Source: an optimization exercise on an open RTL-to-GDS flow (aim: small area). Production flows keep margins and buffers that such runs may drop. RTL that was checked went through simulation tests only; none was proved equivalent to the original. For runs 4 and 5, only the layout was checked, not whether the RTL still works. No activity file was given, so power comes from the tool's default toggle rates.

File: flow/constraint.sdc
create_clock -name core_clock -period 10.0 [get_ports {clk}]
set_input_delay 2.0000 -clock core_clock [delete_from_list [all_inputs] [get_ports {clk}]]
set_output_delay 2.0000 -clock core_clock [all_outputs]
set_load 0.01 [all_outputs]
File: flow/config.mk
export PLATFORM = sky130hd
export DESIGN_NAME = mips_cpu
export DESIGN_NICKNAME = mips_cpu
export VERILOG_FILES = /design/flow/design.v
export SDC_FILE = /design/flow/constraint.sdc
export NUM_CORES = 4
export LEC_CHECK = 0
export CAP_MARGIN = 20
export CORE_MARGIN = 2
export CORE_UTILIZATION = 40
export CTS_BUF_LIST = sky130_fd_sc_hd__clkbuf_4
export SLEW_MARGIN = 20
export SYNTH_HIERARCHICAL = 1
File: flow/run.sh
#!/bin/bash
# synth_recipe.tcl (not shown) runs the flow's synth.tcl, then flattens the netlist and writes it again
# the make line also repeats each setting of config.mk as NAME=value (left out here)
make -C /OpenROAD-flow-scripts/flow DESIGN_CONFIG=/design/flow/config.mk WORK_HOME=/design/flow/orfs CLKGATE_MAP_FILE= SYNTH_SCRIPT=/design/flow/synth_recipe.tcl finish
File: flow/design.v
`timescale 1ns/100ps
`default_nettype none
package mips_pkg;
    typedef enum logic [3:0] {
        st_boot = 4'd0,   
        st_ex   = 4'd1,   
        st_slt  = 4'd2,   
        st_br   = 4'd3,   
        st_swl  = 4'd4,   
        st_sws  = 4'd5,   
        st_lw   = 4'd6,   
        st_pc   = 4'd7,   
        st_pcs  = 4'd8    
    } state_t;
    localparam logic [5:0] OP_R    = 6'h00;
    localparam logic [5:0] OP_J    = 6'h02;
    localparam logic [5:0] OP_BEQ  = 6'h04;
    localparam logic [5:0] OP_BNE  = 6'h05;
    localparam logic [5:0] OP_ADDI = 6'h08;
    localparam logic [5:0] OP_LW   = 6'h23;
    localparam logic [5:0] OP_SW   = 6'h2b;
endpackage
`default_nettype wire
`timescale 1ns/100ps
`default_nettype none
module mips_cpu (
    input  wire logic                        clk,
    input  wire logic                        clk_en,
    input  wire logic                        reset,
    input  wire logic [32-1:0] r_data,    
    output logic                             wr_en,
    output logic [32-1:0]      mem_addr,
    output logic [32-1:0]      w_data
);
    mips_pkg::state_t      st;
    logic [4:0]  ph;
    logic        pol;
    logic [31:1] rf_q;        
    logic        pc_q;        
    logic [29:0] mar;         
    logic [31:0] wd;          
    logic [4:0]  ld_rt;       
    logic        c;           
    logic        cp;          
    logic        flag;        
    logic        x1, x2;      
    logic [5:0] op;
    logic [4:0] rs, rt, rd;
    assign op = r_data[31:26];
    assign rs = r_data[25:21];
    assign rt = r_data[20:16];
    assign rd = r_data[15:11];
    logic is_r, is_j, is_beq, is_bne, is_addi, is_lw, is_sw;
    assign is_r    = (op == mips_pkg::OP_R);
    assign is_j    = (op == mips_pkg::OP_J);
    assign is_beq  = (op == mips_pkg::OP_BEQ);
    assign is_bne  = (op == mips_pkg::OP_BNE);
    assign is_addi = (op == mips_pkg::OP_ADDI);
    assign is_lw   = (op == mips_pkg::OP_LW);
    assign is_sw   = (op == mips_pkg::OP_SW);
    logic s_boot, s_ex, s_slt, s_br, s_swl, s_sws, s_lw, s_pc, s_pcs;
    assign s_boot = (st == mips_pkg::st_boot);
    assign s_ex   = (st == mips_pkg::st_ex);
    assign s_slt  = (st == mips_pkg::st_slt);
    assign s_br   = (st == mips_pkg::st_br);
    assign s_swl  = (st == mips_pkg::st_swl);
    assign s_sws  = (st == mips_pkg::st_sws);
    assign s_lw   = (st == mips_pkg::st_lw);
    assign s_pc   = (st == mips_pkg::st_pc);
    assign s_pcs  = (st == mips_pkg::st_pcs);
    logic ph0, ph2, last, hi;
    assign ph0  = (ph == 5'd0);
    assign ph2  = (ph == 5'd2);
    assign last = (ph == 5'd31);
    assign hi   = (ph[4:1] != 4'd0);   
    logic sx, xb;
    assign sx = !(s_lw || is_j);
    assign xb = (sx && ph[4]) ? r_data[15] : r_data[ph];
    logic a, b;
    logic [31:0] tails;
    always_comb begin
        tails[0] = pol;
        for (int i = 1; i < 32; i++) tails[i] = rf_q[i];
    end
    assign a = tails[rs] ^ pol;
    assign b = tails[rt] ^ pol;
    logic pc0;
    assign pc0 = pc_q ^ pol;
    logic sub, bo, cin, sum, cout, res, less, eqb;
    assign sub  = is_r && r_data[1];
    assign bo   = (is_r ? b : xb) ^ sub;
    assign cin  = ph0 ? sub : c;
    assign sum  = a ^ bo ^ cin;
    assign cout = (a & bo) | (a & cin) | (bo & cin);
    assign res  = (is_r && r_data[2]) ? (r_data[0] ? (a | b) : (a & b)) : sum;
    assign less = (a ^ b) ? a : sum;
    assign eqb  = !(a ^ b) && (ph0 || flag);
    logic pa, pb, pcin, psum, pcout, pc_in;
    assign pa    = (s_swl || s_sws) ? mar[0] : pc0;
    assign pb    = s_br && x2;
    assign pcin  = ph2 ? !s_br : cp;
    assign psum  = pa ^ pb ^ pcin;
    assign pcout = (pa & pb) | (pa & pcin) | (pb & pcin);
    always_comb begin
        if (s_boot) pc_in = 1'b0;
        else if (s_ex && (is_lw || is_sw)) pc_in = sum;            
        else if (s_ex && is_j && (ph < 5'd28)) pc_in = x2;         
        else if (s_ex || s_br || s_swl || s_sws) pc_in = psum;
        else pc_in = pc0;
    end
    logic       we, wb;
    logic [4:0] wa;
    assign we = (s_ex && ((is_r && !r_data[3]) || is_addi)) || s_slt || s_lw;
    assign wa = s_lw ? ld_rt : (is_r ? rd : rt);
    assign wb = s_lw ? xb : (s_slt ? (ph0 && flag) : res);
    mips_pkg::state_t nx;
    always_comb begin
        nx = mips_pkg::st_pc;
        case (st)
            mips_pkg::st_boot: nx = mips_pkg::st_ex;
            mips_pkg::st_ex: begin
                if (is_r && r_data[3]) nx = mips_pkg::st_slt;
                else if (is_lw) nx = mips_pkg::st_swl;
                else if (is_sw) nx = mips_pkg::st_sws;
                else if ((is_beq && eqb) || (is_bne && !eqb)) nx = mips_pkg::st_br;
                else nx = mips_pkg::st_pc;
            end
            mips_pkg::st_swl: nx = mips_pkg::st_lw;
            mips_pkg::st_sws: nx = mips_pkg::st_pcs;
            mips_pkg::st_pc, mips_pkg::st_pcs: nx = mips_pkg::st_ex;
            default: nx = mips_pkg::st_pc;
        endcase
    end
    always_ff @(posedge clk) begin
        if (reset) begin
            st <= mips_pkg::st_boot;
            ph <= 5'd0;
        end else if (clk_en) begin
            ph <= ph + 5'd1;
            if (last) st <= nx;
        end
    end
    always_ff @(posedge clk) begin
        pol <= reset ? 1'b0 : !pol;
    end
    logic [31:1] rf_in;
    always_comb begin
        for (int i = 1; i < 32; i++) rf_in[i] = (we && (wa == 5'(i))) ? (wb ^ pol) : rf_q[i];
    end
    logic pc_sh;
    assign pc_sh = clk_en && hi;
    pol_shift #(.N(32), .W(31)) rf_inst (
        .clk(clk), .sh(clk_en), .sh_n(!clk_en), .d(rf_in), .q(rf_q)
    );
    pol_shift #(.N(30), .W(1)) pc_inst (
        .clk(clk), .sh(pc_sh), .sh_n(!pc_sh), .d(pc_in ^ pol), .q(pc_q)
    );
    always_ff @(posedge clk) begin
        if (clk_en) begin
            if (hi) begin
                if (s_boot || s_swl || s_sws || s_pc || s_pcs)
                    mar <= {s_boot ? 1'b0 : pc0, mar[29:1]};
            end
            if (s_ex) begin
                wd    <= {b, wd[31:1]};
                ld_rt <= rt;
                c     <= cout;
                flag  <= (is_r && r_data[3]) ? less : eqb;
            end
            cp <= pcout;
            x1 <= xb;
            x2 <= x1;
        end
    end
    assign mem_addr = {mar, 2'b00};
    assign w_data   = wd;
    assign wr_en    = clk_en && s_pcs && ph0;
endmodule
module pol_shift #(
    parameter int N = 32,
    parameter int W = 1
) (
    input  wire logic         clk,
    input  wire logic         sh,
    input  wire logic         sh_n,
    input  wire logic [W-1:0] d,
    output logic [W-1:0]      q
);
    logic [N-1:0] r [W];
    always_ff @(posedge clk) begin
        for (int w = 0; w < W; w++) begin
            r[w] <= ~(({N{sh_n}} | {d[w], r[w][N-1:1]}) & ({N{sh}} | r[w]));
        end
    end
    always_comb begin
        for (int w = 0; w < W; w++) q[w] = r[w][0];
    end
endmodule
`default_nettype wire
==> results.txt, run 1 <==
outcome=finished clean; number of cells produced by synthesis=between 2000 and 3000; sequential cell area=between 20000 and 25000 sq um; setup slack of the critical path after layout=3.45 ns; final routed DRC violation total=0; Die Ht=295 um; global placement routability congestion=around 0.85; number of inserted filler cells in the final layout=approximately 7700; number of gates given a new drive strength after cts=0; Clock transition at path regs=roughly 0.07 ns; die span in x=295 um; Buf+Inv Stages, Crit Path=2; slowest cell on the critical path=clkdlybuf4s50_1; largest fanout of any net on the critical path=25; cell at the root of the clock tree=clkbuf_4; Async SR Flop Fraction=0%; overall routing resource usage=about 15%; sum of overflow across all layers after global routing=0; number of synthesized register bits=between 1000 and 1500; post-detailed-route count of antenna-violating nets=0; category of the critical setup timing path=in2reg; power density over cell area=261 nW/um^2; Top FF cell, synth=dfxtp_1; fraction of the cycle the final worst path needs=approximately two thirds; Rel. slew slack=28.0%; largest net degree at the start of global routing=roughly 270; timing-limited maximum frequency=153 MHz; number of nets in the layout=2953; most frequent cells in the layout=1032 x dfxtp_1, 1024 x o22ai_1, 393 x clkbuf_4, 95 x clkdlybuf4s50_1, 72 x edfxtp_1; count of clock tree sinks=~1100; final setup fails=0; worst skew pair latency=roughly 1.1 ns; post-CTS setup-driven buffer insertion count=0; Vias/cell=5.26; number of enable flip-flop cells after synthesis=72; distinct cell type count of the synthesized netlist=56; min Tclk post-route=between 6 and 7 ns; critical path, cell by cell=clkdlybuf4s50_1 -> mux2i_1 -> a22oi_1 -> nand4_1 -> o21ai_0 -> nor2_1 -> xnor2_1 -> inv_1 -> fa_1 -> a21oi_1 -> a41oi_1 -> a211oi_1 -> a21oi_2 -> nand2_1 -> o41ai_1 -> o22ai_1; starting density of the core=roughly two fifths; CP Data Required Time=10.89 ns; antenna violations before repair=4; post-synthesis instance area=33900 sq um; total wirelength of the detailed-routed design=approximately 66000 um; reported max-cap violation count=0; DRC violation total after the first TritonRoute iteration=1308; setup repair after global routing missed its margin=no; Leakage=14.1 nW; type of element capturing the critical path=register; Mapped Avg Cell Area=12.1 sq um; Final Max Slew Viols=0; number of top-level pins=100; worst hold path type=reg2reg; placed wire-length estimate after detailed placement=36000 um; TritonCTS clock tree=done; Row Count=106; Final TNS setup=0 ns; Clock Path Buffers=4; Yosys Warn Count=11; DRT Pass-1 Iters=5; Port Buf Inserts=97; type of origin of the critical path=primary input; most common cell after layout, fill and taps aside=dfxtp_1; Num CTS Buffers=between 200 and 300; multi-input logic area=around 8900 sq um; sequential share of the synthesized area=67.3%; routed vias=22200; global-route wire length before repair=between 100000 and 150000 um; number of hold-slack violations in the final timing report=0; die area=87100 sq um; core outline area=83800 sq um; synthesis-to-layout area growth=11.2%; delay-heaviest family, CP=compound AO/OA/AOI/OAI gates; hold buffers post-CTS=0; worst setup slack before clock tree synthesis=2.42 ns; worst endpoint data arrival time=7.43 ns; transition at the pin with the smallest max-transition slack=roughly 1.1 ns; worst clock skew on the final layout=0.0985 ns; wire length per cell after detailed routing=15.5 um; Worst path max stage delay=1.16 ns; maximum resistive drop on vdd=0.0000944 V; fraction of layout cells with a size suffix above 1=15.2%; WHS=0.384 ns; H-tree Lvls=5; vias in the first global route=around 22000
## final timing paths
kind	startpoint	end	slack, ns	depth (start not counted)
worst max-delay path	r_data[22]	rf_inst.r[29][31]	3.45	16
worst min-delay path	rf_inst.r[22][1]	rf_inst.r[22][0]	0.38	1
worst max register to register	ph[0]	rf_inst.r[29][31]	4.71	16
worst min register to register	rf_inst.r[22][1]	rf_inst.r[22][0]	0.38	1
## sequential cells by signal (all words and copies together), names as in the netlist
signal / count
x2: 1
cp: 1
wd: 32
x1: 1
c: 1
rf_inst.r: 992
flag: 1
ld_rt: 5
st: 4
ph: 5
pc_inst.r: 30
pol: 1
mar: 30
## Yosys cell counts (all sizes together) (13+ instances only)
master | count | area [sq um]
a21oi | 13 | 72.6
edfxtp | 72 | 2160
mux2i | 45 | 450
buf | 270 | 2060
dfxtp | 1032 | 20700
o21ai | 32 | 160
nand3 | 34 | 170
o31ai | 18 | 135
or2 | 20 | 125
nor2 | 32 | 120
nand2 | 51 | 191
o22ai | 1024 | 6410
inv | 15 | 56.3
clkbuf | 19 | 71.3
## cell type report
cell class	count	share of cell area, %
flip-flops and latches	1104	60.5
multi-input cells	1387	23.7
clock buffers	393	7.82
well taps	1134	3.76
repair buffers	114	3.20
clock inverters	68	0.826
inverters	15	0.169
diodes	4	0.0265
## cell families (layout without fill, tap and decap cells)
| group | Yosys count | count (layout) | share of synthesized area (%) |
|---|---|---|---|
| AOI/OAI and AO/OA | 1132 | 1132 | 21.2 |
| xor gates and xnor gates | 9 | 9 | 0.233 |
| adders and majority gates | 7 | 7 | 0.303 |
| buffers and inverters | 304 | 590 | 6.46 |
| DFF | 1104 | 1104 | 67.3 |
| muxes | 53 | 53 | 1.73 |
| other | 1 | 6 | 0.0111 |
| and+or+nand+nor | 184 | 184 | 2.75 |
## per-layer routing
| layer | up-vias | part of all wire, % | global-route usage, % | wire (um) |
|---|---|---|---|---|
| li1 | 11200 | - | - | - |
| met1 | 10500 | 50 | 20.6 | 33000 |
| met2 | 442 | 43 | 21.5 | 28400 |
| met3 | 92 | 4.5 | 4.42 | 2940 |
| met4 | 0 | 1.7 | 6.30 | 1130 |
| met5 | - | 0 | 0 | 0 |
## metrics by stage
stage / cell area (sq um) / cells / util [%] / power (W)
5_1_grt: 37700 / 4218 / 45.0 / 0.0104
3_5_place_dp: 34400 / 3752 / 41.0 / 0.00641
3_3_place_gp: 34400 / 3751 / 41.0 / 0.00636
6_report: 37700 / 4219 / 45.0 / 0.00985
4_1_cts: 37600 / 4213 / 44.9 / 0.0100
2_1_floorplan: 33900 / 2795 / - / 0.00622
## worst reg2reg max path, delay by kind of cell (launching register included)
| family | cells | cell delay (ns) |
|---|---|---|
| AOI/OAI and AO/OA | 9 | 1.89 |
| adders and majority gates | 1 | 0.61 |
| buffers and inverters | 1 | 0.29 |
| DFF | 1 | 0.84 |
| and+or+nand+nor | 5 | 1.49 |
## where the power goes
group          total, W  internal [W]  switching [W]
Clock           0.00352       0.00185        0.00167
Sequential      0.00556       0.00515       0.000405
Combinational  0.000773      0.000391       0.000382
==> run 2, diff against run 1 <==
--- a/flow/config.mk
+++ b/flow/config.mk
@@ -9,5 +9,4 @@
 export CORE_MARGIN = 2
 export CORE_UTILIZATION = 40
-export CTS_BUF_LIST = sky130_fd_sc_hd__clkbuf_4
 export SLEW_MARGIN = 20
 export SYNTH_HIERARCHICAL = 1
==> run 2 against run 1 <==
Net effect: sequential share of layout area fell by 0.66 points; power rose by 5.6%; count of clock-buffer cells in the layout fell by 243; critical path depth did not move; hold slack improved by 0.047 ns; setup slack got worse by 0.33 ns; via count fell by 5.3%; final area rose by 1.1%; synthesized cell count did not move; highest routed layer unchanged.
==> results.txt, run 2 <==
transition at the pin with the smallest max-transition slack=1.15 ns (+0.0661 ns); Async SR Flop Fraction=0% (unchanged); fraction of the core area covered by cells at the end of the flow=45.5% (+0.49 points); WHS=0.431 ns (+0.0470 ns); Vias/cell=5.33 (+1.2%); worst clock skew on the final layout=0.0241 ns (-0.0745 ns); number of inserted filler cells in the final layout=7522 (-2.7%); Area after DPL=34400 sq um (unchanged); register name with the most flops=rf_inst.r; DRC violation total after the first TritonRoute iteration=1390 (+6.3%); die area=87100 sq um (unchanged); setup slack, reg-to-reg=4.76 ns (+0.05 ns); worst-case hold path end point=rf_inst.r[6][7]; share of Yosys cell area claimed by the top area cell type=60.9% (unchanged); proportion of power drawn by flip-flops and latches=53.4% (-3.0 points); antenna diode count=0 (-4); cells taking the most area after synthesis=dfxtp_1 61%, o22ai_1 19%, edfxtp_1 6.4%; starting density of the core=40.4% (unchanged); Top FF cell, synth=dfxtp_1; delay-heaviest family, CP=compound AO/OA/AOI/OAI gates; max reg flops=992 (unchanged); sequential share of the synthesized area=67.3% (unchanged); Mapped Avg Cell Area=12.1 sq um (unchanged); fraction of layout cells with a size suffix above 1=8.46% (-6.7 points); setup slack of the critical path after layout=3.12 ns (-0.330 ns); launch point of the worst reg-to-reg path=ph[0]; number of nets in the layout=2770 (-6.2%); worst hold start=rf_inst.r[6][8]; most common cell after layout, fill and taps aside=dfxtp_1; number of synthesized register bits=1104 (unchanged); worst r2r dst=rf_inst.r[29][31]; Worst Hold Depth=1 (unchanged); antenna violations before repair=2 (-2); number of top-level pins=100 (unchanged); number of cells produced by synthesis=2794 (unchanged); cell-internal power=0.00797 W (+7.8%); hold buffers post-CTS=0 (unchanged); slowest cell on the critical path=clkdlybuf4s50_1; final routed DRC violation total=0 (unchanged); Comb power frac=7.4% (-0.4 points); maximum resistive drop on vdd=0.000136 V (+44%); largest net degree at the start of global routing=272 (unchanged); category of the critical setup timing path=in2reg; Port Buf Inserts=97 (unchanged); post-detailed-route count of antenna-violating nets=0 (unchanged); type of origin of the critical path=primary input; power density over cell area=273 nW/um^2 (+4.5%); reg2reg path depth=16 (unchanged); Worst path max stage delay=1.16 ns (about the same); number of gates given a new drive strength after cts=0 (unchanged); Clock Path Buffers=3 (-1); worst endpoint data arrival time=7.37 ns (-0.06 ns); commonest cells in the synthesized netlist=1032 x dfxtp_1, 1024 x o22ai_1, 129 x buf_2, 95 x buf_6, 72 x edfxtp_1; Leakage=13.9 nW (-1.0%); Regs by FF count=rf_inst.r (992), wd (32); H-tree Lvls=3 (-2); Rel. slew slack=23.6% (-4.4 points); Yosys Warn Count=11 (unchanged); net switching fraction of the power=23.4% (-1.6 points); outcome=finished clean; Row Count=106 (unchanged); wire length per cell after detailed routing=16.1 um (+3.7%); post-synthesis instance area=33900 sq um (unchanged); leading area contributor after synthesis=dfxtp_1; overall routing resource usage=14.2% (-0.67 points); Final TNS setup=0 ns (unchanged); Num CTS Buffers=104 (-64%); core outline area=83800 sq um (unchanged); largest fanout of any net on the critical path=25 (unchanged); placed wire-length estimate after detailed placement=36000 um (unchanged); fraction of the cycle the final worst path needs=68.8% (+3.3 points); net switching power=0.00243 W (-0.98%); distinct cell type count of the synthesized netlist=56 (unchanged); worst skew pair latency=0.66 ns (-0.46 ns); type of element capturing the critical path=register; timing-limited maximum frequency=145 MHz (-4.8%); routed vias=21000 (-5.3%); clock power share=39.2% (+3.4 points); min Tclk post-route=6.88 ns (+0.330 ns); reported max-cap violation count=0 (unchanged); Buf+Inv Stages, Crit Path=2 (unchanged); global-route wire length before repair=105000 um (-3.7%); worst hold path type=reg2reg; post-CTS setup-driven buffer insertion count=0 (unchanged); synthesis-to-layout area growth=12.4%; DRT Pass-1 Iters=5 (unchanged); Final Instance Area=38100 sq um (+1.1%); CP Data Required Time=10.49 ns (-0.40 ns); setup repair after global routing missed its margin=no; most frequent cells in the layout=1032 x dfxtp_1, 1024 x o22ai_1, 109 x clkbuf_16, 96 x clkdlybuf4s50_1, 72 x edfxtp_1; Die Ht=295 um (unchanged); global placement routability congestion=0.850 (unchanged); cell at the root of the clock tree=clkbuf_16; sum of overflow across all layers after global routing=0 (unchanged); count of clock tree sinks=1104 (unchanged); Clock transition at path regs=0.06 ns (about the same); worst setup slack before clock tree synthesis=2.42 ns (unchanged); number of hold-slack violations in the final timing report=0 (unchanged); vias in the first global route=20200 (-7.8%); final setup fails=0 (unchanged); TritonCTS clock tree=done; total wirelength of the detailed-routed design=63600 um (-3.0%); number of enable flip-flop cells after synthesis=72 (unchanged); Final Max Slew Viols=0 (unchanged); critical path, cell by cell=clkdlybuf4s50_1 -> mux2i_1 -> a22oi_1 -> nand4_1 -> o21ai_0 -> nor2_1 -> xnor2_1 -> inv_1 -> fa_1 -> mux2i_1 -> a2bb2oi_1 -> nor2_1 -> a21oi_2 -> nand2_1 -> o41ai_1 -> o22ai_1; most common cell in the synthesized netlist=dfxtp_1; die span in x=295 um (unchanged); sequential cell area=22800 sq um (unchanged); multi-input logic area=8920 sq um (unchanged)
[run 2: worst reg2reg max path, delay by kind of cell, from the launching register on]
family | cells | cell delay (ns)
compound gates | 7 | 1.70
simple gates | 6 | 1.53
flops | 1 | 0.84
fa+ha+maj | 1 | 0.55
buf+inv | 1 | 0.29
mux | 1 | 0.17
[run 2: layer usage]
layer  wire (um)  GRT usage (%)
met5           0              0
met3        2390           2.50
met2       27200           21.1
met1       32800           20.8
met4        1160           4.72
[run 2: kinds of logic (layout without fill, tap and decap cells)]
| group | after synthesis | after routing | share of synthesized area, % |
|---|---|---|---|
| AO/OA/AOI/OAI | 1132 | 1132 | 21.2 |
| XOR/XNOR | 9 | 9 | 0.233 |
| adder cells (fa/ha/maj) | 7 | 7 | 0.303 |
| buffers and inverters | 304 | 322 | 6.46 |
| flip-flops | 1104 | 1104 | 67.3 |
| multiplexers | 53 | 53 | 1.73 |
| other | 1 | 2 | 0.0111 |
| AND/OR/NAND/NOR | 184 | 184 | 2.75 |
[run 2: worst max path at each step]
stage	from	end	slack (ns)	depth (start not counted)
floorplan	r_data[17]	rf_inst.r[12][31]	4.55	19
global placement	r_data[17]	rf_inst.r[29][31]	2.55	17
detailed placement	r_data[17]	rf_inst.r[29][31]	2.42	17
CTS	r_data[17]	rf_inst.r[29][31]	3.16	17
global route	r_data[22]	rf_inst.r[28][31]	2.66	16
finish	r_data[22]	rf_inst.r[29][31]	3.12	16
[run 2: area by class of cell]
class | instances | share of cell area (%)
flip-flops and latches | 1104 | 59.9
multi-input cells | 1387 | 23.4
clock buffers | 150 | 8.17
well taps | 1134 | 3.72
repair buffers | 116 | 3.27
clock inverters | 41 | 1.40
inverters | 15 | 0.167
[run 2: power groups by stage]
stage,Clock [W],Sequential (W),Combinational (W)
after floorplan,0,0.00551,0.000708
after detailed placement,0,0.00564,0.000772
final,0.00407,0.00556,0.000773
after global placement,0,0.00563,0.000732
after global routing,0.00436,0.00564,0.000870
after CTS,0.00419,0.00556,0.000775
[run 2: metrics by stage]
stage          total power [W]  instances
4_1_cts                 0.0105       3943
6_report                0.0104       3947
5_1_grt                 0.0109       3947
2_1_floorplan          0.00622       2795
3_3_place_gp           0.00636       3751
3_5_place_dp           0.00641       3752
==> run 3, diff against run 2 <==
--- a/flow/config.mk
+++ b/flow/config.mk
@@ -8,5 +8,7 @@
 export CAP_MARGIN = 20
 export CORE_MARGIN = 2
-export CORE_UTILIZATION = 40
+export CORE_UTILIZATION = 60
+export CTS_BUF_LIST = sky130_fd_sc_hd__clkbuf_8
+export CTS_CLUSTER_SIZE = 30
 export SLEW_MARGIN = 20
 export SYNTH_HIERARCHICAL = 1
==> run 3 against run 2 <==
Net effect: still clean; maximum frequency grew 10%; clock skew grew 0.0039 ns; sequential power is essentially flat; via count grew 2.8%; final area shrank 2.4%; largest power group unchanged.
==> results.txt, run 3 <==
total wirelength of the detailed-routed design=62500 um (-1.7%); Leakage=14.0 nW (+0.20%); Yosys Warn Count=11 (unchanged); Port Buf Inserts=97 (unchanged); fraction of layout cells with a size suffix above 1=10.1% (+1.6 points); share of Yosys cell area claimed by the top area cell type=60.9% (unchanged); vias in the first global route=20600 (+1.5%); multi-input logic area=8920 sq um (unchanged); core outline area=56200 sq um (-33%); Row Count=87 (-18%); wire length per cell after detailed routing=17.1 um (+5.9%); Area after DPL=33900 sq um (-1.4%); antenna violations before repair=1 (-1); overall routing resource usage=21.0% (+6.8 points); setup slack, reg-to-reg=4.72 ns (-0.04 ns); Final Instance Area=37200 sq um (-2.4%); worst clock skew on the final layout=0.0279 ns (+0.00387 ns); largest net degree at the start of global routing=290 (+6.6%); sum of overflow across all layers after global routing=0 (unchanged); number of enable flip-flop cells after synthesis=72 (unchanged); largest fanout of any net on the critical path=25 (unchanged); CP Data Required Time=10.62 ns (+0.13 ns); final setup fails=0 (unchanged); Vias/cell=5.90 (+11%); reg2reg path depth=16 (unchanged); Num CTS Buffers=162 (+56%); Mapped Avg Cell Area=12.1 sq um (unchanged); Clock transition at path regs=0.07 ns (about the same); synthesis-to-layout area growth=9.72%; reported max-cap violation count=0 (unchanged); sequential share of the synthesized area=67.3% (unchanged); Rel. slew slack=26.4% (+2.8 points); Top FF cell, synth=dfxtp_1; type of element capturing the critical path=register; starting density of the core=60.4% (+20 points); distinct cell type count of the synthesized netlist=56 (unchanged); timing-limited maximum frequency=160 MHz (+10%); setup slack of the critical path after layout=3.76 ns (+0.640 ns); number of top-level pins=100 (unchanged); power density over cell area=264 nW/um^2 (-3.2%); hold buffers post-CTS=0 (unchanged); max reg flops=992 (unchanged); routed vias=21600 (+2.8%); min Tclk post-route=6.24 ns (-0.640 ns); number of cells produced by synthesis=2794 (unchanged); post-CTS setup-driven buffer insertion count=0 (unchanged); setup repair after global routing missed its margin=no; worst endpoint data arrival time=6.85 ns (-0.52 ns); post-synthesis instance area=33900 sq um (unchanged); commonest cells in the synthesized netlist=1032 x dfxtp_1, 1024 x o22ai_1, 129 x buf_2, 95 x buf_6, 72 x edfxtp_1; most common cell in the synthesized netlist=dfxtp_1; DRT Pass-1 Iters=5 (unchanged); worst hold start=rf_inst.r[4][9]; worst-case hold path end point=rf_inst.r[4][8]; global-route wire length before repair=104000 um (-0.68%); number of cells in the finished layout apart from fillers=3661 (-7.2%); worst r2r dst=rf_inst.r[29][31]; Final Max Slew Viols=0 (unchanged); worst hold path type=reg2reg; outcome=finished clean; Regs by FF count=rf_inst.r (992), wd (32); launch point of the worst reg-to-reg path=ph[1]; global placement routability congestion=0.884 (+4.1%); worst skew pair latency=0.80 ns (+0.14 ns); number of nets in the layout=2829 (+2.1%); worst setup slack before clock tree synthesis=2.95 ns (+0.535 ns); cell at the root of the clock tree=clkbuf_8; maximum resistive drop on vdd=0.000173 V (+27%); DRC violation total after the first TritonRoute iteration=1348 (-3.0%); die area=58400 sq um (-33%); number of synthesized register bits=1104 (unchanged); fraction of the cycle the final worst path needs=62.4% (-6.4 points); cells taking the most area after synthesis=dfxtp_1 61%, o22ai_1 19%, edfxtp_1 6.4%; Async SR Flop Fraction=0% (unchanged); count of clock tree sinks=1104 (unchanged); TritonCTS clock tree=done; category of the critical setup timing path=in2reg; number of hold-slack violations in the final timing report=0 (unchanged); H-tree Lvls=4 (+1); placed wire-length estimate after detailed placement=35100 um (-2.6%); number of gates given a new drive strength after cts=0 (unchanged); Final TNS setup=0 ns (unchanged); sequential cell area=22800 sq um (unchanged); leading area contributor after synthesis=dfxtp_1; most common cell after layout, fill and taps aside=dfxtp_1; Worst Hold Depth=1 (unchanged); number of placed cells counting well taps=3377 (-10%); Die Ht=242 um (-18%); Clock Path Buffers=3 (unchanged); number of inserted filler cells in the final layout=4366 (-42%); transition at the pin with the smallest max-transition slack=1.10 ns (-0.0414 ns); WHS=0.435 ns (+0.00374 ns); type of origin of the critical path=primary input; post-detailed-route count of antenna-violating nets=0 (unchanged); register name with the most flops=rf_inst.r; die span in x=242 um (-18%); most frequent cells in the layout=1032 x dfxtp_1, 1024 x o22ai_1, 202 x clkbuf_8, 96 x clkdlybuf4s50_1, 72 x edfxtp_1; final routed DRC violation total=0 (unchanged)
run 3: cell count changes in the layout (fill, tap and decap cells not counted), sizes merged:
cell / delta
buf: +1
bufinv: -8
clkbuf: +52
clkinv: -11
clkinvlp: +2
diode: +2
inv: +54
run 3: worst max-delay path by stage:
stage               startpoint                 to  slack (ns)  depth (start not counted)
CTS                 r_data[22]  rf_inst.r[29][31]        3.81                         16
global route        r_data[16]  rf_inst.r[29][31]        3.35                         17
floorplan           r_data[17]  rf_inst.r[12][31]        4.55                         19
detailed placement  r_data[22]  rf_inst.r[29][31]        2.95                         16
finish              r_data[18]  rf_inst.r[29][31]        3.76                         17
global placement    r_data[22]  rf_inst.r[29][31]        3.09                         16
run 3: cell families after synthesis:
logic type | share of synthesized area (%)
AO/OA/AOI/OAI | 21.2
XOR/XNOR | 0.233
adder cells (fa/ha/maj) | 0.303
buffers and inverters | 6.46
flip-flops | 67.3
multiplexers | 1.73
other | 0.0111
AND/OR/NAND/NOR | 2.75
run 3: report_power, final:
part	leakage, nW	switching, W	internal [W]
registers	9.36	0.000414	0.00515
logic	2.76	0.000376	0.000390
clock network	1.84	0.00162	0.00187
total	14.0	0.00241	0.00742
run 3: critical path, stage by stage:
cell and delay [ns]:
clkdlybuf4s50_1 0.75, nor2b_1 0.34, a22oi_1 0.15, nand3_1 0.11
nand2_1 0.07, nor2_1 0.15, xnor2_1 0.23, xnor2_1 0.12
o21ai_0 0.24, fa_1 0.53, mux2i_1 0.18, a2bb2oi_1 0.23
nor2_1 0.08, a21oi_2 0.29, nand2_1 0.66, o41ai_1 0.55
o22ai_1 0.15
run 3: per-layer routing:
metal	global-route usage [%]	share of wire, %	vias up
met3	4.45	4.1	82
met2	29.9	43	412
li1	-	-	10800
met1	31.3	51	10300
met5	0	0	-
met4	8.26	1.7	0
run 3: final cells by class:
class | count | area share, %
tap | 756 | 2.54
inverter | 15 | 0.172
clock inverter | 78 | 1.20
antenna | 2 | 0.0135
clock buffer | 202 | 7.47
multi-input combinational | 1387 | 24.0
sequential | 1104 | 61.4
timing repair buffer | 117 | 3.25
run 3: stage by stage:
stage,total power (W),util [%]
finish,0.00983,66.2
global route,0.0103,66.2
CTS,0.00993,66.1
detailed placement,0.00641,60.4
global placement,0.00636,60.4
floorplan,0.00622,-
==> run 4, diff against run 3 <==
--- a/flow/design.v
+++ b/flow/design.v
@@ -40,5 +40,4 @@
     logic [29:0] mar;         
     logic [31:0] wd;          
-    logic [4:0]  ld_rt;       
     logic        c;           
     logic        cp;          
@@ -74,7 +73,8 @@
     assign last = (ph == 5'd31);
     assign hi   = (ph[4:1] != 4'd0);   
-    logic sx, xb;
-    assign sx = !(s_lw || is_j);
-    assign xb = (sx && ph[4]) ? r_data[15] : r_data[ph];
+    logic sx, raw, xb;
+    assign sx  = !(s_lw || is_j);
+    assign raw = r_data[ph];
+    assign xb  = (sx && ph[4]) ? r_data[15] : raw;
     logic a, b;
     logic [31:0] tails;
@@ -112,5 +112,5 @@
     logic [4:0] wa;
     assign we = (s_ex && ((is_r && !r_data[3]) || is_addi)) || s_slt || s_lw;
-    assign wa = s_lw ? ld_rt : (is_r ? rd : rt);
+    assign wa = s_lw ? wd[20:16] : (is_r ? rd : rt);
     assign wb = s_lw ? xb : (s_slt ? (ph0 && flag) : res);
     mips_pkg::state_t nx;
@@ -156,13 +156,16 @@
         .clk(clk), .sh(pc_sh), .sh_n(!pc_sh), .d(pc_in ^ pol), .q(pc_q)
     );
+    logic mar_sh, wd_sh;
+    assign mar_sh = clk_en && hi && (s_boot || s_swl || s_sws || s_pc || s_pcs);
+    assign wd_sh  = clk_en && s_ex;
+    hold_shift #(.N(30)) mar_inst (
+        .clk(clk), .sh(mar_sh), .sh_n(!mar_sh), .d(s_boot ? 1'b0 : pc0), .q(mar)
+    );
+    hold_shift #(.N(32)) wd_inst (
+        .clk(clk), .sh(wd_sh), .sh_n(!wd_sh), .d(is_lw ? raw : b), .q(wd)
+    );
     always_ff @(posedge clk) begin
         if (clk_en) begin
-            if (hi) begin
-                if (s_boot || s_swl || s_sws || s_pc || s_pcs)
-                    mar <= {s_boot ? 1'b0 : pc0, mar[29:1]};
-            end
             if (s_ex) begin
-                wd    <= {b, wd[31:1]};
-                ld_rt <= rt;
                 c     <= cout;
                 flag  <= (is_r && r_data[3]) ? less : eqb;
@@ -198,2 +201,16 @@
 endmodule
 `default_nettype wire
+module hold_shift #(
+    parameter int N = 32
+) (
+    input  wire logic         clk,
+    input  wire logic         sh,
+    input  wire logic         sh_n,
+    input  wire logic         d,
+    output logic [N-1:0]      q
+);
+    always_ff @(posedge clk) begin
+        q <= ({N{sh_n}} | {d, q[N-1:1]}) & ({N{sh}} | q);
+    end
+endmodule
+`default_nettype wire
==> flow/flow/run.sh (new file) <==
#!/bin/bash
# The standard layout, with buf_1 port buffers and a clock tree of
# clkbuf_8 leaf clusters without dummy loads. standard.sh's output goes to
# standard.log; ORFS keeps each tool's log under orfs/logs.
export BUFFER_PORTS_ARGS="-buffer_cell sky130_fd_sc_hd__buf_1"
export CTS_ARGS="-sink_clustering_enable -repair_clock_nets -dont_use_dummy_load -buf_list sky130_fd_sc_hd__clkbuf_8 -sink_clustering_size 18 -sink_clustering_max_diameter 200"
bash standard.sh > standard.log 2>&1
==> flow/standard.sh (new file) <==
#!/bin/bash
# synth_recipe.tcl (not shown) runs the flow's synth.tcl, then flattens the netlist and writes it again
# the make line also repeats each setting of config.mk as NAME=value (left out here)
make -C /OpenROAD-flow-scripts/flow DESIGN_CONFIG=/design/flow/config.mk WORK_HOME=/design/flow/orfs CLKGATE_MAP_FILE= SYNTH_SCRIPT=/design/flow/synth_recipe.tcl "${@:-finish}"
--- a/flow/config.mk
+++ b/flow/config.mk
@@ -8,7 +8,5 @@
 export CAP_MARGIN = 20
 export CORE_MARGIN = 2
-export CORE_UTILIZATION = 60
-export CTS_BUF_LIST = sky130_fd_sc_hd__clkbuf_8
-export CTS_CLUSTER_SIZE = 30
+export CORE_UTILIZATION = 70
 export SLEW_MARGIN = 20
 export SYNTH_HIERARCHICAL = 1
removed: flow/run.sh
==> run 4 against run 3 <==
Net effect: still clean; sequential share of layout area up 3.9 points; area after synthesis is 0.55% lower; clock skew increased by 0.043 ns; setup slack better by 0.53 ns; critical path depth down 10; final area decreased by 9.2%; synthesized cell count increased by 2.3%; core utilization increased by 4.7 points; sequential power is essentially flat; combinational power increased by 14%; routed wire length decreased by 6.8%; flip-flop and latch count shrank 5; largest cell class unchanged; largest power group unchanged.
==> results.txt, run 4 <==
number of nets in the layout=2789 (-1.4%); Tot Pwr=0.00831 W (-15%); post-detailed-route count of antenna-violating nets=0 (unchanged); DRT Pass-1 Iters=5 (unchanged); Worst Hold Depth=1 (unchanged); largest fanout of any net on the critical path=138 (+450%); final routed DRC violation total=0 (unchanged); worst endpoint data arrival time=6.21 ns (-0.64 ns); outcome=finished clean; Buf+Inv Stages, Crit Path=4 (+3); critical path, cell by cell=clkbuf_4 -> inv_8 -> a21o_1 -> inv_1 -> nand3_2 -> inv_1 -> o22a_1; Port Buf Inserts=97 (unchanged); power density over cell area=246 nW/um^2 (-6.9%); number of top-level pins=100 (unchanged); slowest cell on the critical path=inv_1; core outline area=47600 sq um (-15%); final setup fails=0 (unchanged); category of the critical setup timing path=in2reg; placed wire-length estimate after detailed placement=34200 um (-2.5%); Worst path max stage delay=0.86 ns (+0.11 ns); setup slack, reg-to-reg=5.82 ns (+1.10 ns); number of hold-slack violations in the final timing report=0 (unchanged); Regs by FF count=rf_inst.r (992), wd_inst.q (32); most common cell after layout, fill and taps aside=dfxtp_1; Critical Path Most Common Cell=inv_1; Rel. slew slack=21.2% (-5.1 points); fraction of the mapped netlist area in adder cells=0.304% (+0.0017 points); Clock Path Buffers=3 (unchanged); TritonCTS clock tree=done; Final Max Slew Viols=0 (unchanged); Final TNS setup=0 ns (unchanged); Die Ht=223 um (-7.5%); largest net degree at the start of global routing=280 (-3.4%); sequential share of the synthesized area=65.4% (-1.9 points); sum of overflow across all layers after global routing=0 (unchanged); min Tclk post-route=5.70 ns (-0.532 ns); worst-case hold path end point=rf_inst.r[19][6]; delay-heaviest family, CP=buffers and inverters; fraction of the cycle the final worst path needs=57.0% (-5.3 points); worst hold start=rf_inst.r[19][7]; commonest cells in the synthesized netlist=1094 x dfxtp_1, 1027 x o22ai_1, 133 x buf_2, 107 x buf_6, 91 x nor2_1; Mapped Avg Cell Area=11.8 sq um (-2.8%); type of origin of the critical path=primary input; number of inserted filler cells in the final layout=3434 (-21%); global-route wire length before repair=97400 um (-6.5%); Clock transition at path regs=0.10 ns (+0.03 ns); total wirelength of the detailed-routed design=58200 um (-6.8%); Async SR Flop Fraction=0% (unchanged); Top FF cell, synth=dfxtp_1; share of Yosys cell area claimed by the top area cell type=65.0% (+4.0 points); setup slack of the critical path after layout=4.30 ns (+0.532 ns); transition at the pin with the smallest max-transition slack=1.18 ns (+0.0770 ns); antenna violations before repair=6 (+5); worst setup slack before clock tree synthesis=3.33 ns (+0.375 ns); fraction of layout cells with a size suffix above 1=5.54% (-4.5 points); setup repair after global routing missed its margin=no; synthesis-to-layout area growth=0.193%; worst skew pair latency=0.69 ns (-0.11 ns); Num CTS Buffers=71 (-56%); Vias/cell=6.25 (+5.8%); die span in x=223 um (-7.5%); mux cell area share after synthesis=1.67% (-0.061 points); post-synthesis instance area=33700 sq um (-0.55%); DRC violation total after the first TritonRoute iteration=1369 (+1.6%); number of placed cells counting well taps=3289 (-2.6%); number of cells produced by synthesis=2858 (+2.3%); post-synthesis xor/xnor area fraction=0.208% (-0.025 points); simple logic cell fraction of the synthesized area=2.80% (+0.049 points); worst clock skew on the final layout=0.0708 ns (+0.0429 ns); combinational family with the most area after synthesis=compound AO/OA/AOI/OAI gates; register name with the most flops=rf_inst.r; most frequent cells in the layout=1094 x dfxtp_1, 1027 x o22ai_1, 95 x buf_1, 91 x nor2_1, 71 x clkbuf_8; worst r2r dst=mar_inst.q[26]; most common cell in the synthesized netlist=dfxtp_1; die area=49900 sq um (-15%); number of gates given a new drive strength after cts=0 (unchanged); reported max-cap violation count=0 (unchanged); timing-limited maximum frequency=175 MHz (+9.3%); Row Count=80 (-8.0%); worst hold path type=reg2reg; CP Data Required Time=10.51 ns (-0.11 ns); reg2reg path depth=6 (-10); number of cells in the finished layout apart from fillers=3364 (-8.1%); routed vias=21000 (-2.8%); Leakage=12.4 nW (-11%); cell at the root of the clock tree=clkbuf_8; post-CTS setup-driven buffer insertion count=0 (unchanged); starting density of the core=70.8% (+10 points); maximum resistive drop on vdd=0.000238 V (+38%); global placement routability congestion=0.869 (-1.8%); leading area contributor after synthesis=dfxtp_1; type of element capturing the critical path=register; overall routing resource usage=22.9% (+1.9 points); launch point of the worst reg-to-reg path=ph[2]; Yosys Warn Count=13 (+2); wire length per cell after detailed routing=17.3 um (+1.5%); cells taking the most area after synthesis=dfxtp_1 65%, o22ai_1 19%, buf_6 3.6%; distinct cell type count of the synthesized netlist=59 (+5.4%); count of clock tree sinks=1099 (-0.45%); vias in the first global route=19600 (-4.7%); hold buffers post-CTS=0 (unchanged); fraction of the core area covered by cells at the end of the flow=70.9% (+4.7 points); number of synthesized register bits=1099 (-0.45%); number of enable flip-flop cells after synthesis=5 (-93%); H-tree Lvls=3 (-1); compound-cell area share of the yosys netlist=22.8% (+1.6 points); max reg flops=992 (unchanged)
==> run 4: cell types whose count changed after synthesis, sizes merged, moves of 16 or more <==
cell | before | now
a31oi | 2 | 37
dfxtp | 1032 | 1094
edfxtp | 72 | 5
nand2 | 51 | 33
nand3 | 34 | 15
nor2 | 32 | 93
o21ai | 32 | 10
o22a | 0 | 63
o31ai | 18 | 2
or2 | 20 | 3
==> run 4: logic make-up after synthesis <==
family	count (synthesis)
multiplexers	55
adder cells (fa/ha/maj)	7
flip-flops	1099
AND/OR/NAND/NOR	197
other	1
XOR/XNOR	8
buffers and inverters	307
AO/OA/AOI/OAI	1184
==> run 4: cell type report <==
class | count | area (sq um) | area share (%)
sequential | 1099 | 22100 | 65.3
timing repair buffer | 112 | 548 | 1.62
antenna | 4 | 10.0 | 0.0296
tap | 615 | 769 | 2.28
inverter | 10 | 45.0 | 0.133
clock buffer | 71 | 977 | 2.89
multi-input combinational | 1453 | 9380 | 27.8
==> run 4: worst max-delay path by stage <==
stage | depth (start not counted) | slack (ns) | end | from
final | 7 | 4.30 | mar_inst.q[26] | clk_en
after global routing | 7 | 3.97 | mar_inst.q[26] | clk_en
after CTS | 7 | 4.04 | mar_inst.q[28] | clk_en
after detailed placement | 7 | 3.33 | mar_inst.q[28] | clk_en
after global placement | 7 | 3.75 | mar_inst.q[28] | clk_en
after floorplan | 18 | 4.84 | rf_inst.r[30][31] | r_data[17]
==> run 4: through the flow <==
step,hold slack [ns],cell area [sq um]
floorplan,0.400,33700
global placement,0.426,32800
detailed placement,0.432,32800
CTS,0.400,33800
global route,0.397,33800
finish,0.395,33800
==> run 4: power by group <==
| group | switching, W | total, W | internal, W | leakage, nW |
|---|---|---|---|---|
| Combinational | 0.000434 | 0.000875 | 0.000441 | 2.61 |
| Sequential | 0.000454 | 0.00560 | 0.00514 | 9.26 |
| Clock | 0.00120 | 0.00184 | 0.000642 | 0.511 |
==> run 4: per-layer routing <==
metal	wire length (um)	track usage [%]	part of all wire (%)
met5	21	0	0.036
met4	1020	6.41	1.8
met3	2570	5.10	4.4
met2	25500	33.7	44
met1	29100	34.1	50
==> run 5, diff against run 4 <==
==> flow/flow/run.sh (replaced) <==
#!/bin/bash
# The standard layout, with buf_1 port buffers and a clock tree of
# clkbuf_8 leaf clusters without dummy loads. standard.sh's output goes to
# standard.log; ORFS keeps each tool's log under orfs/logs.
export BUFFER_PORTS_ARGS="-buffer_cell sky130_fd_sc_hd__buf_1"
export CTS_ARGS="-sink_clustering_enable -repair_clock_nets -dont_use_dummy_load -buf_list sky130_fd_sc_hd__clkbuf_8 -sink_clustering_size 16 -sink_clustering_max_diameter 200"
bash standard.sh > standard.log 2>&1
--- a/flow/config.mk
+++ b/flow/config.mk
@@ -8,5 +8,5 @@
 export CAP_MARGIN = 20
 export CORE_MARGIN = 2
-export CORE_UTILIZATION = 70
+export CORE_UTILIZATION = 60
 export SLEW_MARGIN = 20
 export SYNTH_HIERARCHICAL = 1
==> run 5 against run 4 <==
Net effect: register-to-register slack lost 0.03 ns; global-route usage decreased by 2.8 points; final area grew 0.83%; maximum frequency shrank 4.2%; via count down 0.72%; clock power rose by 5%; area after synthesis is the same; power is 0.95% higher; first-iteration DRC count is 1.3% lower; setup slack got worse by 0.25 ns; critical endpoint unchanged; largest power group unchanged; highest routed layer unchanged.
==> results.txt, run 5 <==
worst clock skew on the final layout=0.0521 ns (-0.0187 ns); net switching fraction of the power=25.1% (about the same); Num CTS Buffers=78 (+9.9%); cells taking the most area after synthesis=dfxtp_1 65%, o22ai_1 19%, buf_6 3.6%; sum of overflow across all layers after global routing=0 (unchanged); number of cells in the finished layout apart from fillers=3505 (+4.2%); most common cell after layout, fill and taps aside=dfxtp_1; max reg flops=992 (unchanged); Mapped Avg Cell Area=11.8 sq um (unchanged); reg2reg path depth=6 (unchanged); post-detailed-route count of antenna-violating nets=0 (unchanged); Comb power frac=10.4% (about the same); share of Yosys cell area claimed by the top area cell type=65.0% (unchanged); fraction of layout cells with a size suffix above 1=5.85% (+0.31 points); hold buffers post-CTS=0 (unchanged); CP Data Required Time=10.58 ns (+0.07 ns); power density over cell area=246 nW/um^2 (+0.12%); Top FF cell, synth=dfxtp_1; Clock Path Buffers=3 (unchanged); die area=58100 sq um (+16%); largest fanout of any net on the critical path=198 (+43%); distinct cell type count of the synthesized netlist=59 (unchanged); H-tree Lvls=3 (unchanged); die span in x=241 um (+7.9%); most common cell in the synthesized netlist=dfxtp_1; reported max-cap violation count=0 (unchanged); TritonCTS clock tree=done; number of nets in the layout=2798 (+0.32%); fraction of the cycle the final worst path needs=59.5% (+2.5 points); DRC violation total after the first TritonRoute iteration=1351 (-1.3%); final routed DRC violation total=0 (unchanged); number of hold-slack violations in the final timing report=0 (unchanged); antenna violations before repair=7 (+1); core outline area=55300 sq um (+16%); Regs by FF count=rf_inst.r (992), wd_inst.q (32); setup slack, reg-to-reg=5.79 ns (-0.03 ns); vias in the first global route=19600 (+0.12%); timing-limited maximum frequency=168 MHz (-4.2%); count of clock tree sinks=1099 (unchanged); type of origin of the critical path=primary input; synthesis-to-layout area growth=1.02%; total wirelength of the detailed-routed design=58800 um (+0.96%); Vias/cell=5.95 (-4.7%); setup repair after global routing missed its margin=no; largest net degree at the start of global routing=286 (+2.1%); sequential share of the synthesized area=65.4% (unchanged); maximum resistive drop on vdd=0.000192 V (-20%); cell-internal power=0.00629 W (+0.96%); most frequent cells in the layout=1094 x dfxtp_1, 1027 x o22ai_1, 95 x buf_1, 91 x nor2_1, 78 x clkbuf_8; category of the critical setup timing path=in2reg; destination of the critical timing path=mar_inst.q[26]; Row Count=86 (+7.5%); Final Max Slew Viols=0 (unchanged); final setup fails=0 (unchanged); Area after DPL=32900 sq um (+0.50%); number of top-level pins=100 (unchanged); proportion of power drawn by flip-flops and latches=66.5% (-0.8 points); min Tclk post-route=5.95 ns (+0.247 ns); placed wire-length estimate after detailed placement=33600 um (-1.8%); net switching power=0.00211 W (+0.91%); global-route wire length before repair=98600 um (+1.3%); Final Instance Area=34100 sq um (+0.83%); Yosys Warn Count=13 (unchanged); outcome=finished clean; worst skew pair latency=0.68 ns (about the same); post-CTS setup-driven buffer insertion count=0 (unchanged); number of placed cells counting well taps=3423 (+4.1%); cell at the root of the clock tree=clkbuf_8; Final TNS setup=0 ns (unchanged); leading area contributor after synthesis=dfxtp_1; number of enable flip-flop cells after synthesis=5 (unchanged); post-synthesis instance area=33700 sq um (unchanged); number of gates given a new drive strength after cts=0 (unchanged); number of cells produced by synthesis=2858 (unchanged); Leakage=12.4 nW (+0.50%); register name with the most flops=rf_inst.r; Clock transition at path regs=0.10 ns (about the same); overall routing resource usage=20.1% (-2.8 points); number of synthesized register bits=1099 (unchanged); Async SR Flop Fraction=0% (unchanged); commonest cells in the synthesized netlist=1094 x dfxtp_1, 1027 x o22ai_1, 133 x buf_2, 107 x buf_6, 91 x nor2_1; worst r2r dst=mar_inst.q[28]; launch point of the worst reg-to-reg path=ph[2]; wire length per cell after detailed routing=16.8 um (-3.1%); transition at the pin with the smallest max-transition slack=1.15 ns (-0.0338 ns); Rel. slew slack=23.5% (+2.3 points); Port Buf Inserts=97 (unchanged); starting density of the core=61.0% (-9.8 points); Die Ht=241 um (+7.9%); routed vias=20900 (-0.72%); Critical Path Source=clk_en; global placement routability congestion=0.844 (-2.8%); worst hold path type=reg2reg; worst endpoint data arrival time=6.54 ns (+0.33 ns); clock power share=23.1% (+1.0 points); type of element capturing the critical path=register; worst hold start=rf_inst.r[15][8]; DRT Pass-1 Iters=5 (unchanged)
[run 5: cell counts after synthesis]
No cell type changed its count.
[run 5: worst min-delay path by stage]
| stage | slack, ns | to | depth (start not counted) |
|---|---|---|---|
| global placement | 0.40 | x2 | 0 |
| detailed placement | 0.42 | x2 | 0 |
| finish | 0.40 | rf_inst.r[15][7] | 1 |
| global route | 0.42 | rf_inst.r[15][3] | 1 |
| floorplan | 0.40 | x2 | 0 |
| CTS | 0.42 | rf_inst.r[15][7] | 1 |
[run 5: final cells by class]
class | instances | area, sq um
diodes | 3 | 7.51
multi-input cells | 1453 | 9380
repair buffers | 114 | 567
fillers | 4552 | 21200
clock buffers | 78 | 1070
flip-flops and latches | 1099 | 22100
inverters | 10 | 45.0
well taps | 748 | 936
[run 5: stage by stage]
stage	setup WS (ns)	power [W]	hold slack (ns)	utilization (%)
6_report	4.05	0.00839	0.401	61.6
5_1_grt	3.65	0.00884	0.421	61.6
4_1_cts	3.76	0.00849	0.419	61.5
3_5_place_dp	3.05	0.00655	0.421	59.6
3_3_place_gp	3.34	0.00650	0.404	59.6
2_1_floorplan	4.84	0.00633	0.400	-
[run 5: layer usage]
layer  routed length (um)  up-vias  track usage, %
met5                   48        -               0
met4                 1420        8            6.15
met3                 2420      108            4.58
met2                24400      263            28.4
met1                30500     9768            30.4
li1                     -    10700               -
[run 5: critical path, stage by stage]
cell and delay, ns:
clkbuf_4 0.57, inv_8 0.42, a21o_1 0.67, inv_1 0.77, nand3_2 0.68, inv_1 0.87
o22a_1 0.25
[run 5: power groups by stage]
stage                     Sequential, W  Combinational, W  Clock, W
after floorplan                 0.00557          0.000755         0
after global placement          0.00566          0.000836         0
after detailed placement        0.00567          0.000875         0
after CTS                       0.00558          0.000877   0.00203
after global routing            0.00568          0.000983   0.00218
final                           0.00558          0.000872   0.00194
[run 5: cell families after synthesis]
family                   Yosys count  share of synthesized area (%)
XOR/XNOR                           8                          0.208
adder cells (fa/ha/maj)            7                          0.304
AO/OA/AOI/OAI                   1184                           22.8
multiplexers                      55                           1.67
flip-flops                      1099                           65.4
AND/OR/NAND/NOR                  197                           2.80
buffers and inverters            307                           6.81
other                              1                         0.0111
==> run 6, diff against run 5 <==
--- a/flow/design.v
+++ b/flow/design.v
@@ -4,4 +4,5 @@
     typedef enum logic [3:0] {
         st_boot = 4'd0,   
+        st_d    = 4'd9,   
         st_ex   = 4'd1,   
         st_slt  = 4'd2,   
@@ -38,5 +39,5 @@
     logic [31:1] rf_q;        
     logic        pc_q;        
-    logic [29:0] mar;         
+    logic [9:0]  mar;         
     logic [31:0] wd;          
     logic        c;           
@@ -58,6 +59,7 @@
     assign is_lw   = (op == mips_pkg::OP_LW);
     assign is_sw   = (op == mips_pkg::OP_SW);
-    logic s_boot, s_ex, s_slt, s_br, s_swl, s_sws, s_lw, s_pc, s_pcs;
+    logic s_boot, s_d, s_ex, s_slt, s_br, s_swl, s_sws, s_lw, s_pc, s_pcs;
     assign s_boot = (st == mips_pkg::st_boot);
+    assign s_d    = (st == mips_pkg::st_d);
     assign s_ex   = (st == mips_pkg::st_ex);
     assign s_slt  = (st == mips_pkg::st_slt);
@@ -68,14 +70,14 @@
     assign s_pc   = (st == mips_pkg::st_pc);
     assign s_pcs  = (st == mips_pkg::st_pcs);
-    logic ph0, ph2, last, hi;
+    logic ph0, ph2, last, av;
     assign ph0  = (ph == 5'd0);
     assign ph2  = (ph == 5'd2);
     assign last = (ph == 5'd31);
-    assign hi   = (ph[4:1] != 4'd0);   
+    assign av   = (ph >= 5'd2) && (ph <= 5'd11);   
     logic sx, raw, xb;
     assign sx  = !(s_lw || is_j);
     assign raw = r_data[ph];
     assign xb  = (sx && ph[4]) ? r_data[15] : raw;
-    logic a, b;
+    logic a, b, pv;
     logic [31:0] tails;
     always_comb begin
@@ -83,6 +85,7 @@
         for (int i = 1; i < 32; i++) tails[i] = rf_q[i];
     end
-    assign a = tails[rs] ^ pol;
-    assign b = tails[rt] ^ pol;
+    assign pv = tails[s_ex ? rt : rs] ^ pol;
+    assign a  = s_ex ? wd[0] : pv;
+    assign b  = pv;
     logic pc0;
     assign pc0 = pc_q ^ pol;
@@ -104,12 +107,12 @@
     always_comb begin
         if (s_boot) pc_in = 1'b0;
-        else if (s_ex && (is_lw || is_sw)) pc_in = sum;            
-        else if (s_ex && is_j && (ph < 5'd28)) pc_in = x2;         
-        else if (s_ex || s_br || s_swl || s_sws) pc_in = psum;
+        else if (s_d && (is_lw || is_sw)) pc_in = sum;             
+        else if (s_d && is_j) pc_in = x2;                          
+        else if (s_d || s_br || s_swl || s_sws) pc_in = psum;
         else pc_in = pc0;
     end
     logic       we, wb;
     logic [4:0] wa;
-    assign we = (s_ex && ((is_r && !r_data[3]) || is_addi)) || s_slt || s_lw;
+    assign we = (s_ex && is_r && !r_data[3]) || (s_d && is_addi) || s_slt || s_lw;
     assign wa = s_lw ? wd[20:16] : (is_r ? rd : rt);
     assign wb = s_lw ? xb : (s_slt ? (ph0 && flag) : res);
@@ -118,8 +121,12 @@
         nx = mips_pkg::st_pc;
         case (st)
-            mips_pkg::st_boot: nx = mips_pkg::st_ex;
+            mips_pkg::st_boot: nx = mips_pkg::st_d;
+            mips_pkg::st_d: begin
+                if (is_r || is_beq || is_bne || is_sw) nx = mips_pkg::st_ex;
+                else if (is_lw) nx = mips_pkg::st_swl;
+                else nx = mips_pkg::st_pc;
+            end
             mips_pkg::st_ex: begin
                 if (is_r && r_data[3]) nx = mips_pkg::st_slt;
-                else if (is_lw) nx = mips_pkg::st_swl;
                 else if (is_sw) nx = mips_pkg::st_sws;
                 else if ((is_beq && eqb) || (is_bne && !eqb)) nx = mips_pkg::st_br;
@@ -128,5 +135,5 @@
             mips_pkg::st_swl: nx = mips_pkg::st_lw;
             mips_pkg::st_sws: nx = mips_pkg::st_pcs;
-            mips_pkg::st_pc, mips_pkg::st_pcs: nx = mips_pkg::st_ex;
+            mips_pkg::st_pc, mips_pkg::st_pcs: nx = mips_pkg::st_d;
             default: nx = mips_pkg::st_pc;
         endcase
@@ -149,26 +156,24 @@
     end
     logic pc_sh;
-    assign pc_sh = clk_en && hi;
+    assign pc_sh = clk_en && av;
     pol_shift #(.N(32), .W(31)) rf_inst (
         .clk(clk), .sh(clk_en), .sh_n(!clk_en), .d(rf_in), .q(rf_q)
     );
-    pol_shift #(.N(30), .W(1)) pc_inst (
+    pol_shift #(.N(10), .W(1)) pc_inst (
         .clk(clk), .sh(pc_sh), .sh_n(!pc_sh), .d(pc_in ^ pol), .q(pc_q)
     );
     logic mar_sh, wd_sh;
-    assign mar_sh = clk_en && hi && (s_boot || s_swl || s_sws || s_pc || s_pcs);
-    assign wd_sh  = clk_en && s_ex;
-    hold_shift #(.N(30)) mar_inst (
+    assign mar_sh = clk_en && av && (s_boot || s_swl || s_sws || s_pc || s_pcs);
+    assign wd_sh  = clk_en && (s_d || s_ex);
+    hold_shift #(.N(10)) mar_inst (
         .clk(clk), .sh(mar_sh), .sh_n(!mar_sh), .d(s_boot ? 1'b0 : pc0), .q(mar)
     );
     hold_shift #(.N(32)) wd_inst (
-        .clk(clk), .sh(wd_sh), .sh_n(!wd_sh), .d(is_lw ? raw : b), .q(wd)
+        .clk(clk), .sh(wd_sh), .sh_n(!wd_sh), .d(s_d ? (is_lw ? raw : pv) : (is_sw ? pv : wd[0])), .q(wd)
     );
     always_ff @(posedge clk) begin
         if (clk_en) begin
-            if (s_ex) begin
-                c     <= cout;
-                flag  <= (is_r && r_data[3]) ? less : eqb;
-            end
+            c <= cout;
+            if (s_ex) flag <= (is_r && r_data[3]) ? less : eqb;
             cp <= pcout;
             x1 <= xb;
@@ -176,5 +181,5 @@
         end
     end
-    assign mem_addr = {mar, 2'b00};
+    assign mem_addr = {20'd0, mar, 2'b00};
     assign w_data   = wd;
     assign wr_en    = clk_en && s_pcs && ph0;
==> flow/flow/run.sh (replaced) <==
#!/bin/bash
# The standard layout, with buf_1 port buffers and a clock tree of
# clkbuf_8 leaf clusters without dummy loads. standard.sh's output goes to
# standard.log; ORFS keeps each tool's log under orfs/logs.
export BUFFER_PORTS_ARGS="-buffer_cell sky130_fd_sc_hd__buf_1"
export CTS_ARGS="-sink_clustering_enable -repair_clock_nets -dont_use_dummy_load -buf_list sky130_fd_sc_hd__clkbuf_8 -sink_clustering_size 17 -sink_clustering_max_diameter 200"
bash standard.sh > standard.log 2>&1
--- a/flow/config.mk
+++ b/flow/config.mk
@@ -8,5 +8,5 @@
 export CAP_MARGIN = 20
 export CORE_MARGIN = 2
-export CORE_UTILIZATION = 60
+export CORE_UTILIZATION = 80
 export SLEW_MARGIN = 20
 export SYNTH_HIERARCHICAL = 1
==> run 6 against run 5 <==
Net effect: still clean; setup slack improved by 0.51 ns; sequential share of layout area grew 0.69 points; count of clock-buffer cells in the layout is 6 lower; non-clock buffer count fell by 20; sequential power decreased by 4.7%; clock power fell by 6%; critical path type unchanged.
==> results.txt, run 6 <==
outcome=finished clean; setup repair after global routing missed its margin=no; count of clock tree sinks=1059 (-3.6%); largest fanout of any net on the critical path=31 (-84%); fraction of the cycle the final worst path needs=54.4% (-5.1 points); Leakage=11.9 nW (-4.2%); number of synthesized register bits=1059 (-3.6%); distinct cell type count of the synthesized netlist=63 (+6.8%); post-CTS setup-driven buffer insertion count=0 (unchanged); fraction of layout cells with a size suffix above 1=5.32% (-0.52 points); combinational family with the most area after synthesis=compound AO/OA/AOI/OAI gates; final routed DRC violation total=0 (unchanged); die span in x=206 um (-15%); most frequent cells in the layout=1054 x dfxtp_1, 1003 x o22ai_1, 76 x buf_1, 72 x clkbuf_8, 43 x o21ai_0; Num CTS Buffers=72 (-7.7%); Rel. slew slack=26.8% (+3.3 points); Vias/cell=6.69 (+12%); sum of overflow across all layers after global routing=0 (unchanged); simple logic cell fraction of the synthesized area=2.29% (-0.51 points); number of top-level pins=100 (unchanged); wire length per cell after detailed routing=19.3 um (+15%); max reg flops=992 (unchanged); number of cells produced by synthesis=2753 (-3.7%); compound-cell area share of the yosys netlist=22.9% (+0.13 points); share of Yosys cell area claimed by the top area cell type=64.9% (-0.098 points); timing-limited maximum frequency=184 MHz (+9.4%); post-detailed-route count of antenna-violating nets=0 (unchanged); post-synthesis instance area=32500 sq um (-3.5%); Top FF cell, synth=dfxtp_1; total wirelength of the detailed-routed design=60900 um (+3.6%); global-route wire length before repair=99200 um (+0.60%); Yosys Warn Count=13 (unchanged); setup slack, reg-to-reg=4.58 ns (-1.21 ns); leading area contributor after synthesis=dfxtp_1; global placement routability congestion=0.860 (+1.8%); die area=42300 sq um (-27%); DRT Pass-1 Iters=7 (+2); Worst Hold Depth=1 (unchanged); category of the critical setup timing path=in2reg; CP Data Required Time=10.48 ns (-0.10 ns); Regs by FF count=rf_inst.r (992), wd_inst.q (32); largest net degree at the start of global routing=304 (+6.3%); most common cell after layout, fill and taps aside=dfxtp_1; DRC violation total after the first TritonRoute iteration=1707 (+26%); TritonCTS clock tree=done; worst hold start=rf_inst.r[29][5]; min Tclk post-route=5.44 ns (-0.510 ns); placed wire-length estimate after detailed placement=35600 um (+5.9%); worst r2r dst=rf_inst.r[29][31]; final setup fails=0 (unchanged); commonest cells in the synthesized netlist=1054 x dfxtp_1, 1003 x o22ai_1, 125 x buf_2, 101 x buf_6, 60 x buf_4; launch point of the worst reg-to-reg path=st[0]; worst setup slack before clock tree synthesis=3.90 ns (+0.855 ns); cells taking the most area after synthesis=dfxtp_1 65%, o22ai_1 19%, buf_6 3.5%; hold buffers post-CTS=0 (unchanged); Port Buf Inserts=77 (-21%); reported max-cap violation count=0 (unchanged); worst endpoint data arrival time=5.92 ns (-0.62 ns); antenna violations before repair=1 (-6); worst hold path type=reg2reg; reg2reg path depth=14 (+8); Row Count=73 (-15%); core outline area=39900 sq um (-28%); number of nets in the layout=2675 (-4.4%); Final TNS setup=0 ns (unchanged); post-synthesis xor/xnor area fraction=0.285% (+0.077 points); worst skew pair latency=0.65 ns (-0.03 ns); power density over cell area=244 nW/um^2 (-1.1%); type of element capturing the critical path=register; Mapped Avg Cell Area=11.8 sq um (+0.17%); routed vias=21100 (+1.2%); Die Ht=206 um (-15%); H-tree Lvls=3 (unchanged); number of gates given a new drive strength after cts=0 (unchanged); setup slack of the critical path after layout=4.56 ns (+0.510 ns); worst-case hold path end point=rf_inst.r[29][4]; vias in the first global route=19900 (+1.3%); number of enable flip-flop cells after synthesis=5 (unchanged); fraction of the mapped netlist area in adder cells=0.346% (+0.042 points); most common cell in the synthesized netlist=dfxtp_1; number of hold-slack violations in the final timing report=0 (unchanged); register name with the most flops=rf_inst.r; cell at the root of the clock tree=clkbuf_8; worst clock skew on the final layout=0.0473 ns (-0.00477 ns); maximum resistive drop on vdd=0.000202 V (+5.6%); Clock Path Buffers=3 (unchanged); starting density of the core=81.5% (+21 points); overall routing resource usage=28.2% (+8.1 points); synthesis-to-layout area growth=-0.165%; type of origin of the critical path=primary input; sequential share of the synthesized area=65.3% (-0.082 points); Clock transition at path regs=0.10 ns (about the same); mux cell area share after synthesis=1.63% (-0.036 points); transition at the pin with the smallest max-transition slack=1.10 ns (-0.0494 ns); Async SR Flop Fraction=0% (unchanged); Final Max Slew Viols=0 (unchanged)
run 6: changes by cell type in the layout (fill, tap and decap cells not counted), moves of 19 or more:
cell / change
o31ai_1: +31
nor2_1: -52
o22ai_1: -24
o21ai_0: +38
o22a_1: -19
a31oi_1: -25
dfxtp_1: -40
conb_1: +20
buf_1: -19
run 6: kinds of logic after synthesis:
kind of cell | after synthesis
DFF | 1059
other | 1
AOI/OAI and AO/OA | 1163
xor gates and xnor gates | 9
muxes | 46
and+or+nand+nor | 147
adders and majority gates | 8
buffers and inverters | 320
run 6: worst max-delay path: stages:
cell and delay, ns:
buf_1 0.19, mux2i_4 0.55, mux2i_1 0.17, a221oi_1 0.32, nand2_1 0.08, and4_1 0.28, xor2_1 0.20, o21a_1 0.24
fa_1 0.49, a31oi_1 0.19, o31ai_1 0.14, o311a_4 0.52, o31ai_1 0.36, o22ai_1 0.14
run 6: how the worst max path moves through the flow:
stage,startpoint,endpoint,slack [ns],cells past startpoint
2_1_floorplan,r_data[29],rf_inst.r[23][31],4.77,11
3_3_place_gp,r_data[19],rf_inst.r[5][31],4.09,14
3_5_place_dp,r_data[19],rf_inst.r[29][31],3.90,14
4_1_cts,st[0],rf_inst.r[29][31],4.57,14
5_1_grt,st[0],rf_inst.r[29][31],4.15,14
6_report,r_data[19],rf_inst.r[29][31],4.56,14
run 6: metrics by stage:
stage | util [%] | hold slack (ns) | cell area, sq um | total power, W | instances
global placement | 78.7 | 0.407 | 31400 | 0.00606 | 3082
floorplan | - | 0.400 | 32600 | 0.00596 | 2774
detailed placement | 78.7 | 0.411 | 31400 | 0.00614 | 3082
CTS | 81.2 | 0.397 | 32400 | 0.00793 | 3154
finish | 81.4 | 0.402 | 32500 | 0.00792 | 3157
global route | 81.4 | 0.425 | 32500 | 0.00825 | 3157
run 6: per-layer routing:
metal  share of wire (%)  global-route usage (%)
met4                 3.0                    10.8
met1                  45                    38.8
met3                 3.7                    3.99
met2                  48                    45.6
met5                   0                       0
run 6: layout make-up:
cell class / instances / area (sq um)
Antenna cell: 1 / 2.50
Clock buffer: 72 / 991
Fill cell: 2207 / 7440
Inverter: 11 / 48.8
Multi-Input combinational cell: 1395 / 9030
Sequential cell: 1059 / 21300
Tap cell: 525 / 657
Timing Repair Buffer: 94 / 502
run 6: report_power, final:
| group | switching [W] | total (W) | internal, W |
|---|---|---|---|
| clock network | 0.00118 | 0.00183 | 0.000651 |
| registers | 0.000424 | 0.00532 | 0.00490 |
| logic | 0.000382 | 0.000761 | 0.000379 |

==> separate check: timing with driven ports <==
No port has a modelled driver above. Below, the same layouts with a new extraction and two added sets of constraints.
Step 1 assumes that a clkbuf_16 drives the clock port and a buf_2 every other input.
Step 2 adds t to the input delays and takes it off the output delays; t is the mean of the earliest and latest rising clock arrival at the registers after step 1. Input paths then give back, and output paths get back, about the clock's delay inside the block.
Three values: ideal, step 1, step 2; two values: the first two.
run | t, ns | setup WS [ns] | slew at the worst register clock pin (ns) | cell pins on the clock port's net
run 1 | 1.118 | 3.455 / 3.374 / 2.256 | 0.07 / 0.07 | 1
run 2 | 0.712 | 3.124 / 3.042 / 2.330 | 0.07 / 0.07 | 1
run 3 | 0.841 | 3.764 / 3.791 / 2.951 | 0.07 / 0.07 | 1
run 4 | 0.682 | 4.297 / 4.323 / 3.640 | 0.12 / 0.12 | 1
run 5 | 0.705 | 4.049 / 4.084 / 3.379 | 0.11 / 0.11 | 1
run 6 | 0.685 | 4.559 / 4.581 / 3.905 | 0.12 / 0.12 | 1
After both steps setup and hold are still met in every run listed. For run 1, which loses most, drivers alone change the setup slack by -0.081 ns; drivers and shift together by -1.199 ns.
